Context: an optimization exercise on an open-source flow, tuned for small area and a short achievable clock period. The choices shown serve that exercise and are no tape-out recipe. The RTL was checked by simulation tests, not by an equivalence proof against the original design. Power figures rest on the tool's default switching activity, not on a simulated workload.

==> flow/design.v (excerpt) <==
module counter_top (
  input  logic                        i_pclk,
  input  logic                        i_prst_n,
  input  logic [31:0]                 i_paddr,
  input  logic [31:0]                 i_pwdata,
  input  logic                        i_pwrite,
  input  logic                        i_psel,
  input  logic                        i_penable,
  output logic [31:0]                 o_prdata,
  input  logic [cnt_pkg::CNT_NUM-1:0] i_extern_din_a,
  output logic [cnt_pkg::CNT_NUM-1:0] o_extern_dout_a,
  output logic [cnt_pkg::CNT_NUM-1:0] o_extern_dout_a_oen,
  output logic                        o_int
);
For scale: roughly 490 flip-flops, about 110 I/O pins.
==> flow/config.mk <==
export PLATFORM = sky130hd
export DESIGN_NAME = counter_top
export DESIGN_NICKNAME = counter_top
export VERILOG_FILES = /design/flow/design.v
export SDC_FILE = /design/flow/constraint.sdc
export NUM_CORES = 4
export LEC_CHECK = 0
export CAP_MARGIN = 20
export CORE_MARGIN = 2
export CORE_UTILIZATION = 40
export SETUP_SLACK_MARGIN = 1.2
export SLEW_MARGIN = 20
==> flow/constraint.sdc <==
create_clock -name core_clock -period 3.5 [get_ports {i_pclk}]
set_input_delay 0.7000 -clock core_clock [delete_from_list [all_inputs] [get_ports {i_pclk}]]
set_output_delay 0.7000 -clock core_clock [all_outputs]
set_load 0.01 [all_outputs]
standard.sh (not shown) runs the stock make flow with config.mk's settings and CLKGATE_MAP_FILE= SYNTH_SCRIPT=/design/flow/synth_recipe.tcl, a recipe that flattens the netlist after the stock synthesis.
==> flow/flow/run.sh <==
#!/bin/bash
# Standard layout with these changes:
#  - synthesis maps the logic with the ABC script in abc_speed2.script (see
#    my_synth.tcl); flip-flops are mapped before ABC and are left as they are
#  - the port buffers are plain buf_2 cells instead of the delay cells
#    buffer_ports picks on its own
#  - clock tree synthesis adds no dummy loads and builds the tree from
#    clkbuf_8 cells, with clusters of up to 14 sinks
#  - timing-driven global placement reverts the buffers its trial repairs add
#    (the resize step after placement repairs the design for real)
set -euo pipefail
export MY_WORK="$(pwd)"
export MY_ABC_SCRIPT="$MY_WORK/flow/abc_speed2.script"
export BUFFER_PORTS_ARGS="-buffer_cell sky130_fd_sc_hd__buf_2"
export GPL_KEEP_OVERFLOW=0
export CTS_ARGS="-sink_clustering_enable -repair_clock_nets -dont_use_dummy_load -buf_list {sky130_fd_sc_hd__clkbuf_8} -sink_clustering_size 14 -sink_clustering_max_diameter 60"
sed "s#SYNTH_SCRIPT=[^ ]*#SYNTH_SCRIPT=$MY_WORK/flow/my_synth.tcl#" standard.sh > my_standard.sh
grep -q "SYNTH_SCRIPT=$MY_WORK/flow/my_synth.tcl" my_standard.sh
bash my_standard.sh finish > make_finish.log 2>&1
==> flow/flow/abc_speed2.script <==
&get -n
&st
&syn2
&if -g -K 6
&synch2
&nf
&st
&syn2
&if -g -K 6
&synch2
&nf
&put
buffer -c
topo
stime -c
upsize -c
dnsize -c
==> flow/flow/my_synth.tcl <==
# The standard flow's synthesis script, with the ABC mapping script swapped for
# flow/abc_speed2.script. Only the technology mapping of the logic changes;
# the flip-flops are mapped before ABC runs and are left as they are.
proc abc {args} {
  set i [lsearch $args -script]
  if {$i >= 0} { lset args [expr {$i + 1}] $::env(MY_ABC_SCRIPT) }
  puts "abc with [lindex $args [expr {$i + 1}]]"
  yosys abc {*}$args
}
source $::env(MY_WORK)/synth_recipe.tcl
The starting point went through all stages and came out clean.
Change:
--- a/flow/flow/run.sh
+++ b/flow/flow/run.sh
@@ -8,3 +8 @@
-#    clkbuf_8 cells, with clusters of up to 14 sinks
-#  - timing-driven global placement reverts the buffers its trial repairs add
-#    (the resize step after placement repairs the design for real)
+#    clkbuf_8 cells, with clusters of up to 12 sinks
@@ -15,2 +13 @@
-export GPL_KEEP_OVERFLOW=0
-export CTS_ARGS="-sink_clustering_enable -repair_clock_nets -dont_use_dummy_load -buf_list {sky130_fd_sc_hd__clkbuf_8} -sink_clustering_size 14 -sink_clustering_max_diameter 60"
+export CTS_ARGS="-sink_clustering_enable -repair_clock_nets -dont_use_dummy_load -buf_list {sky130_fd_sc_hd__clkbuf_8} -sink_clustering_size 12 -sink_clustering_max_diameter 50"
What happened: Non-clock buffer count decreases by 3. Core utilization decreases by 1.2 points. Sequential power is about the same.
Change:
--- a/flow/flow/run.sh
+++ b/flow/flow/run.sh
@@ -8 +8 @@
-#    clkbuf_8 cells, with clusters of up to 12 sinks
+#    clkbuf_8 cells, with clusters of up to 18 sinks
@@ -13 +13 @@
-export CTS_ARGS="-sink_clustering_enable -repair_clock_nets -dont_use_dummy_load -buf_list {sky130_fd_sc_hd__clkbuf_8} -sink_clustering_size 12 -sink_clustering_max_diameter 50"
+export CTS_ARGS="-sink_clustering_enable -repair_clock_nets -dont_use_dummy_load -buf_list {sky130_fd_sc_hd__clkbuf_8} -sink_clustering_size 18 -sink_clustering_max_diameter 60"
The new run ran to the end with no violations.
Count of clock-buffer cells in the layout is lower by 15.
Sequential share of layout area is higher by 0.81 points.
Power is lower by 4.5%.
Via count is lower by 1.2%.
Global-route usage is about the same.
Hold slack gains 0.024 ns.
Setup slack loses 0.0040 ns.

========
Setup of run A:
counter_top again, from the RTL that the note above started with.
export LEC_CHECK = 0
export CAP_MARGIN = 20
export CORE_MARGIN = 2
export CORE_UTILIZATION = 40
export PLACE_DENSITY = 0.5
export SETUP_SLACK_MARGIN = 1.2
export SLEW_MARGIN = 20
create_clock -name core_clock -period 3.5 [get_ports {i_pclk}]
==> flow/flow/run.sh <==
#!/bin/bash
# Standard layout with these changes:
#  - synthesis maps the logic with the ABC script in abc_speed2.script (see
#    my_synth.tcl); flip-flops are mapped before ABC and are left as they are
#  - the port buffers are plain buf_2 cells instead of the delay cells
#    buffer_ports picks on its own
#  - clock tree synthesis adds no dummy loads and builds the tree from
#    clkbuf_8 cells, with clusters of up to 14 sinks
set -euo pipefail
export MY_WORK="$(pwd)"
export MY_ABC_SCRIPT="$MY_WORK/flow/abc_speed2.script"
export BUFFER_PORTS_ARGS="-buffer_cell sky130_fd_sc_hd__buf_2"
export CTS_ARGS="-sink_clustering_enable -repair_clock_nets -dont_use_dummy_load -buf_list {sky130_fd_sc_hd__clkbuf_8} -sink_clustering_size 14 -sink_clustering_max_diameter 60"
sed "s#SYNTH_SCRIPT=[^ ]*#SYNTH_SCRIPT=$MY_WORK/flow/my_synth.tcl#" standard.sh > my_standard.sh
grep -q "SYNTH_SCRIPT=$MY_WORK/flow/my_synth.tcl" my_standard.sh
bash my_standard.sh finish > make_finish.log 2>&1
Scripts as last shown in full above: flow/flow/abc_speed2.script, flow/flow/my_synth.tcl
Run A: full flow OK, the timing, DRC and antenna checks passed
diff inputs: run A => run B
Settings: changing PLACE_DENSITY from 0.5 to 0.75.
- Sort run A and run B by final critical path time including I/O delays and setup asc -> top: run A
- Number of cells on the critical path came out exactly the same in run A and run B.
- Run A reports its cell with the biggest individual delay on the critical path as or4_4 while run B reports dfrtp_2.
- Compared with run A, in run B sequential share of layout area went up, portion of the layout cell area used by clock cells went down, overall routed net length went down, sequential cell fraction of total power went up, number of ordinary and repair buffers in the finished layout went down.
- Run B reports its path class of the lowest-slack min-delay path as in -> async while run A reports in -> reg.
## Diff of input files: run C against run B
Settings: clearing PLACE_DENSITY, which used to be 0.75; swapping 1.2 for 1.4 in SETUP_SLACK_MARGIN.
[summary]
Wire length: run B and run C compared, lower one is run B. Count of placed standard cells including taps essentially unchanged between run B and run C. Going from run B to run C, post-cts repair resize count went up by 210%; placement-stage worst setup slack went down by 160 ps; clock-cell share of area was more or less identical. Run C | stages: all done | timing, DRC, antenna: all pass.
Inputs modified between run C and run D:
Settings: a change of CORE_UTILIZATION from 40 to 45; a change of SETUP_SLACK_MARGIN from 1.4 to 1.2.
Notes after the runs:
Via count of the routed design | run D below run C
Against run C as the reference, run D delivers a lower number of gates resized after cts.
Run C -> run D: clock-pin slew reported for the worst setup and hold paths after clock tree synthesis flat
Maximum number of pins on one net before global-route repair (run D vs. run C) decreases by more than 10%
Comparing run D and run C, arrival time at the worst endpoint is higher on run D.
Run C has a higher count of clock-net buffers in the final layout than run D.
Run D vs. run C: mapped cell area has remained practically unchanged, combined flip-flop and latch cell area has remained practically unchanged.
diff inputs: run D => run E
Settings: putting PLACE_DENSITY at 0.65 where nothing was set; swapping 45 for 40 in CORE_UTILIZATION.
--- outcome ---
- Run E finished every stage and its layout cleared the timing, DRC and antenna checks.
- Any difference in clock network area share between run D and run E is small enough to ignore.
- Maximum clock frequency: run E worse than run D
- Worst setup slack (higher): run D

[separate check: timing with driven ports]
In the flow no input, the clock included, has a driving cell. The finished layouts below were timed again as built, in two steps. Step 1 (the two cells are an assumption about what drives the block):
set clk [get_ports {i_pclk}]
set_driving_cell -lib_cell sky130_fd_sc_hd__clkbuf_16 $clk
set_driving_cell -lib_cell sky130_fd_sc_hd__buf_2 [delete_from_list [all_inputs] $clk]
Step 2, shift: input delay + t, output delay - t, t = (earliest + latest rising clock arrival at the registers) / 2. This alone moves slack from input paths to output paths. Three values: no drivers, after step 1, after step 2; two values: the first two.
| run | t, ns | slack for setup (ns) | worst setup path at the end |
|---|---|---|---|
| the first run of note 1 | 0.707 | 0.994 / 0.994 / 0.384 | input to register |
| the second run of note 1 | 0.720 | 1.141 / 1.141 / 0.532 | input to register |
| the third run of note 1 | 0.710 | 1.137 / 1.137 / 0.575 | input to register |
| run A | 0.710 | 1.104 / 1.104 / 0.540 | input to register |
| run B | 0.699 | 1.038 / 1.038 / 0.526 | input to register |
| run C | 0.677 | 1.038 / 1.038 / 0.771 | input to register |
| run D | 0.709 | 0.884 / 0.884 / 0.548 | input to register |
| run E | 0.700 | 0.874 / 0.874 / 0.542 | input to register |
After both steps every run listed still meets setup and hold. The setup slack of the first run of note 1, which loses most, moves by 0.000 ns with the drivers and by -0.610 ns with both steps.
